This is an optimization exercise on Yosys and OpenROAD, whose aim is small area, a short achievable clock period and few clock cycles per item, not a production implementation. Only simulation tests tie the RTL to the original design; equivalence was not proved. No activity file was given, so power comes from the tool's default toggle rates.

Setup of job 1406:
==> flow/design.v (excerpt) <==
module space_to_depth_address_gen_core #(
  parameter int unsigned DATA_BITS = 32,
  parameter int unsigned DIM_BITS  = 12,
  parameter int unsigned ADDR_BITS = 24
) (
  input  logic                   clk_i,
  input  logic                   rst_ni,
  input  logic                   psel,
  input  logic                   penable,
  input  logic                   pwrite,
  input  logic [4:0]             paddr,
  input  logic [31:0]            pwdata,
  output logic [31:0]            prdata,
  output logic                   pready,
  input  logic                   in_valid_i,
  output logic                   in_ready_o,
  input  logic [DATA_BITS-1:0]   element_value_i,
  output logic                   out_valid_o,
  input  logic                   out_ready_i,
  output logic [DATA_BITS-1:0]   out_value_o,
  output logic [ADDR_BITS-1:0]   out_address_o,
  output logic                   in_range_o,
  output logic                   last_element_o
);
clock: 10.0 ns
lec_check: 0
cap_margin: 10
core_margin: 2
core_utilization: 55
cts_cluster_diameter: 80
cts_cluster_size: 25
slew_margin: 10
standard.sh (not shown) runs the stock make flow with config.mk's settings and CLKGATE_MAP_FILE= SYNTH_SCRIPT=/design/flow/synth_recipe.tcl, a recipe that flattens the netlist after the stock synthesis.
==> flow/flow/run.sh <==
#!/bin/bash
# Own layout flow: the standard synthesis (standard.sh synth, unchanged),
# then the standard ORFS layout steps with these changes:
#  - port buffers placed by flow/ports.tcl, just before the resizer step: a
#    buf_1 on each input and a buf_2 on each output (instead of the resizer's
#    single pick, placed before global placement)
#  - timing repair aimed at a larger setup margin
# Each step's output goes to its own log in this folder; ORFS's per-stage
# logs are under orfs/logs/.
set -euo pipefail
MARGIN=${MARGIN:-6.8}
[[ -f flow/params.sh ]] && source flow/params.sh
bash standard.sh synth > synth.log 2>&1
PORTS="$PWD/flow/ports.tcl"
sed 's#"\${@:-finish}"#SETUP_SLACK_MARGIN='"$MARGIN"' DONT_BUFFER_PORTS=1 PRE_RESIZE_TCL='"$PORTS"' "${@:-finish}"#' standard.sh > layout.sh
grep -q "SETUP_SLACK_MARGIN=$MARGIN" layout.sh
bash layout.sh > layout.log 2>&1
==> flow/flow/params.sh <==
MARGIN=6.8
==> flow/flow/ports.tcl <==
# Port buffers, placed before the resizer step (after global placement, whose
# timing-driven mode removes buffers), in place of ORFS's buffer_ports
puts "Perform port buffering (flow/ports.tcl)..."
buffer_ports -inputs -buffer_cell sky130_fd_sc_hd__buf_1
buffer_ports -outputs -buffer_cell sky130_fd_sc_hd__buf_2
Job 1406 went all the way through the flow, and no timing, DRC or antenna check failed.
Testbench counts of job 1406, summed over its fixed seeds: cycles 53,646, items 52,758.
Inputs modified between job 1406 and job 7373:
# job 1406
export LEC_CHECK = 0
export CAP_MARGIN = 10
export CORE_MARGIN = 2
export CORE_UTILIZATION = 55
export CTS_CLUSTER_DIAMETER = 80
export CTS_CLUSTER_SIZE = 25
export SLEW_MARGIN = 10
create_clock -name core_clock -period 10.0 [get_ports {clk_i}]
# job 7373
export LEC_CHECK = 0
export CAP_MARGIN = 20
export CORE_MARGIN = 2
export CORE_UTILIZATION = 55
export CTS_CLUSTER_DIAMETER = 80
export CTS_CLUSTER_SIZE = 25
export SLEW_MARGIN = 20
create_clock -name core_clock -period 10.0 [get_ports {clk_i}]
==> flow/flow/params.sh <==
MARGIN=6.6
Findings:
and2_2 as the slowest cell on the critical path was reported by job 7373, and clkdlybuf4s15_2 by job 1406.
Re count of antenna-violating nets left after detailed routing: no difference whatsoever between job 7373 and job 1406.
The more densely filled core belongs to job 1406, not job 7373.
The run showing the smaller fmax is job 7373.
Job 1406 was routed with more vias than job 7373.
Input changes introduced in job 3541 (baseline for comparison: job 7373):
==> flow/flow/params.sh <==
MARGIN=6.9
Findings:
In job 3541 the shortest period the worst path allows turned out 0.23 ns lower than in job 7373.
[compare] base=job 7373 new=job 3541: utilization up 1.7 points; met3 routed wirelength now larger.
NOTE: non-clock buffer count in job 3541 exceeds that of job 7373
The following lists how job 4901 was set up differently from job 3541:
# job 3541
export LEC_CHECK = 0
export CAP_MARGIN = 20
export CORE_MARGIN = 2
export CORE_UTILIZATION = 55
export CTS_CLUSTER_DIAMETER = 80
export CTS_CLUSTER_SIZE = 25
export SLEW_MARGIN = 20
create_clock -name core_clock -period 10.0 [get_ports {clk_i}]
# job 4901
export LEC_CHECK = 0
export CAP_MARGIN = 20
export CORE_MARGIN = 2
export CORE_UTILIZATION = 65
export CTS_CLUSTER_DIAMETER = 80
export CTS_CLUSTER_SIZE = 25
export SLEW_MARGIN = 20
create_clock -name core_clock -period 10.0 [get_ports {clk_i}]
==> flow/flow/params.sh <==
MARGIN=6.8
==> notes.md <==
- All of job 4901 and job 3541 finish clean.
- Job 4901 — minimum setup slack in the final design 0.037 ns lower, job 3541 as reference
- Diff job 3541 -> job 4901 | global-route usage over all layers | increase of 3.5 points
- There was hardly any difference in via count between job 4901 and job 3541.
- Run comparison: job 4901 startpoint of the worst setup timing path paddr[3]; job 3541 startpoint of the worst setup timing path a_q[11]
- Non-clock buffer count: job 4901 vs job 3541 down 35

* * *

Setup of build 98:
space_to_depth_address_gen_core, a different RTL version from the one above (not shown whole).
Size in the first run: about 1400 cells after synthesis, roughly 300 flip-flops, ~170 I/O pins, roughly 15000 um^2 of cells after synthesis.
Settings: LEC_CHECK=0, CAP_MARGIN=20, CORE_MARGIN=2, CORE_UTILIZATION=55, SLEW_MARGIN=20; clock period 10.0 ns.
==> flow/flow/run.sh <==
#!/bin/bash
# Own layout flow: the standard synthesis (standard.sh synth, unchanged),
# then the standard ORFS layout steps with these changes:
#  - port buffers placed by flow/ports.tcl: a small buffer on each input and
#    a faster one on each output (instead of the resizer's single pick)
#  - timing repair aimed at a larger setup margin
# Each step's output goes to its own log in this folder; ORFS's per-stage
# logs are under orfs/logs/.
set -euo pipefail
MARGIN=${MARGIN:-6.8}
[[ -f flow/params.sh ]] && source flow/params.sh
bash standard.sh synth > synth.log 2>&1
PORTS="$PWD/flow/ports.tcl"
sed 's#"\${@:-finish}"#SETUP_SLACK_MARGIN='"$MARGIN"' DONT_BUFFER_PORTS=1 PRE_RESIZE_TCL='"$PORTS"' "${@:-finish}"#' standard.sh > layout.sh
grep -q "SETUP_SLACK_MARGIN=$MARGIN" layout.sh
bash layout.sh > layout.log 2>&1
==> flow/flow/params.sh <==
MARGIN=6.8
==> flow/flow/ports.tcl <==
# Port buffers, placed before the resizer step (after global placement, whose
# timing-driven mode removes buffers), in place of ORFS's buffer_ports
puts "Perform port buffering (flow/ports.tcl)..."
buffer_ports -inputs -buffer_cell sky130_fd_sc_hd__buf_1
buffer_ports -outputs -buffer_cell sky130_fd_sc_hd__buf_4
Build 98 was carried through to the last stage, and its layout satisfied the timing, DRC and antenna checks.
Testbench counts of build 98, summed over its fixed seeds: cycles 53,646, items 52,758.
Edits applied to the flow inputs when going from build 98 to build 72:
- an added CTS_CLUSTER_DIAMETER of 80
- an added CTS_CLUSTER_SIZE of 25
==> flow/flow/run.sh <==
#!/bin/bash
# Own layout flow: the standard synthesis (standard.sh synth, unchanged),
# then the standard ORFS layout steps with two extra knobs:
#  - port buffers of a small plain buffer cell instead of the resizer's pick
#  - timing repair aimed at a larger setup margin
# Each step's output goes to its own log in this folder; ORFS's per-stage
# logs are under orfs/logs/.
set -euo pipefail
MARGIN=${MARGIN:-7}
PORTBUF=${PORTBUF:-sky130_fd_sc_hd__buf_2}
[[ -f flow/params.sh ]] && source flow/params.sh
bash standard.sh synth > synth.log 2>&1
sed 's/"\${@:-finish}"/SETUP_SLACK_MARGIN='"$MARGIN"' BUFFER_PORTS_ARGS="-buffer_cell '"$PORTBUF"'" "${@:-finish}"/' standard.sh > layout.sh
grep -q "SETUP_SLACK_MARGIN=$MARGIN" layout.sh
bash layout.sh > layout.log 2>&1
removed: flow/flow/ports.tcl
### Flow results
Taking build 98 as the reference point, the largest fanout of any net on the critical path of build 72 rises by 11. Per the comparison of build 72 with build 98, global-route usage now smaller, total power now smaller, number of gates on the worst path with buffers counted now smaller. Post-layout instance area, build 98 and build 72, higher one = build 98. Changes observed in build 72 relative to build 98: non-clock buffer count lost about 3.5%, clock power lost about 40%.

* * *

the previous run:
RTL: one of the versions met above, not the one the previous note started from.
For scale: ~1400 cells after synthesis, roughly 170 I/O pins.
==> flow/config.mk <==
export PLATFORM = sky130hd
export DESIGN_NAME = space_to_depth_address_gen_core
export DESIGN_NICKNAME = space_to_depth_address_gen_core
export VERILOG_FILES = /design/flow/design.v
export SDC_FILE = /design/flow/constraint.sdc
export NUM_CORES = 4
export LEC_CHECK = 0
export CAP_MARGIN = 20
export CORE_MARGIN = 2
export CORE_UTILIZATION = 55
export CTS_CLUSTER_DIAMETER = 80
export CTS_CLUSTER_SIZE = 25
export PLACE_DENSITY = 0.75
export SLEW_MARGIN = 20
==> flow/constraint.sdc <==
create_clock -name core_clock -period 10.0 [get_ports {clk_i}]
set_input_delay 2.0000 -clock core_clock [delete_from_list [all_inputs] [get_ports {clk_i}]]
set_output_delay 2.0000 -clock core_clock [all_outputs]
set_load 0.01 [all_outputs]
==> flow/flow/run.sh <==
#!/bin/bash
# Own layout flow: the standard synthesis (standard.sh synth, unchanged),
# then the standard ORFS layout steps with these changes:
#  - port buffers placed by flow/ports.tcl, just before the resizer step: a
#    buf_1 on each input and a buf_2 on each output (instead of the resizer's
#    single pick, placed before global placement)
#  - timing repair aimed at a larger setup margin
# Each step's output goes to its own log in this folder; ORFS's per-stage
# logs are under orfs/logs/.
set -euo pipefail
MARGIN=${MARGIN:-6.8}
[[ -f flow/params.sh ]] && source flow/params.sh
bash standard.sh synth > synth.log 2>&1
PORTS="$PWD/flow/ports.tcl"
sed 's#"\${@:-finish}"#SETUP_SLACK_MARGIN='"$MARGIN"' DONT_BUFFER_PORTS=1 PRE_RESIZE_TCL='"$PORTS"' "${@:-finish}"#' standard.sh > layout.sh
grep -q "SETUP_SLACK_MARGIN=$MARGIN" layout.sh
bash layout.sh > layout.log 2>&1
==> flow/flow/ports.tcl <==
# Port buffers, placed before the resizer step (after global placement, whose
# timing-driven mode removes buffers), in place of ORFS's buffer_ports
puts "Perform port buffering (flow/ports.tcl)..."
buffer_ports -inputs -buffer_cell sky130_fd_sc_hd__buf_1
buffer_ports -outputs -buffer_cell sky130_fd_sc_hd__buf_2
Scripts as last shown in full above: flow/flow/params.sh
Testbench counts of the previous run, summed over its fixed seeds: cycles 53,646, items 52,758.
## Diff of input files: the current run against the previous run
Settings: PLACE_DENSITY no longer set, was 0.75.
## What came out
- The current run: PASS, flow complete, no timing, DRC or antenna violations
- Compared with the previous run, in the current run share of layout cells above drive strength 1 rose by 0.31 points; worst slack at placement -93 ps; largest vdd supply drop -about 16%; overall global routing resource usage shows an increase of 0.78 points; final standard cell area without fillers was more or less identical.
- Xor-xnor portion of the synthesized cell area: the previous run vs the current run — no meaningful difference
- Between the previous run and the current run, the difference in area added between synthesis and finish is negligible.
- Global-route congestion overflow total came out exactly the same in the previous run and the current run.
- A cell with the biggest individual delay on the critical path of sky130_fd_sc_hd__clkdlybuf4s15_2 is what the current run shows, while sky130_fd_sc_hd__edfxtp_1 belongs to the previous run.
- Of the previous run and the current run, the run reporting the lower largest fanout of any net on the critical path was the previous run.
- Of the current run and the previous run, it is the current run that has the higher part of the total power dissipated in sequential elements.
- Cmp the previous run and the current run / final cell count / higher: the current run

-- what the ideal ports hide --
Ports are ideal in the flow. The routed layouts listed here were re-timed in OpenROAD.
Step 1 sets driving cells, clkbuf_16 on the clock port and buf_2 on the other inputs (assumed; they add their load-dependent delay and slew).
Step 2 moves the port delays by t, midway between the first and last clock arrival at a register: inputs arrive t later, outputs are due t later. That takes back most of the time a late clock gives input paths.
a / b / c = ideal / step 1 / step 2; a / b = the first two.
run	t (ns)	setup slack, ns	hold slack, ns	worst setup path after step 2	cell pins on the clock port's net
job 1406	0.554	6.841 / 6.802 / 6.310	0.478 / 0.478 / 0.478	input to register	1
job 7373	0.558	6.638 / 6.658 / 6.100	0.477 / 0.477 / 0.477	input to register	1
job 3541	0.563	6.870 / 6.817 / 6.441	0.478 / 0.478 / 0.478	input to register	1
job 4901	0.550	6.833 / 6.794 / 6.305	0.480 / 0.480 / 0.480	input to register	1
build 98	0.561	6.653 / 6.653 / 6.349	0.468 / 0.468 / 0.468	input to register	1
build 72	0.559	6.644 / 6.644 / 6.376	0.478 / 0.478 / 0.478	input to register	1
the previous run	0.562	6.816 / 6.765 / 6.336	0.478 / 0.478 / 0.478	input to register	1
the current run	0.554	6.841 / 6.802 / 6.310	0.478 / 0.478 / 0.478	input to register	1
After both steps every run listed still meets setup and hold. For job 7373, which loses most, drivers alone change the setup slack by +0.020 ns; drivers and shift together by -0.538 ns.
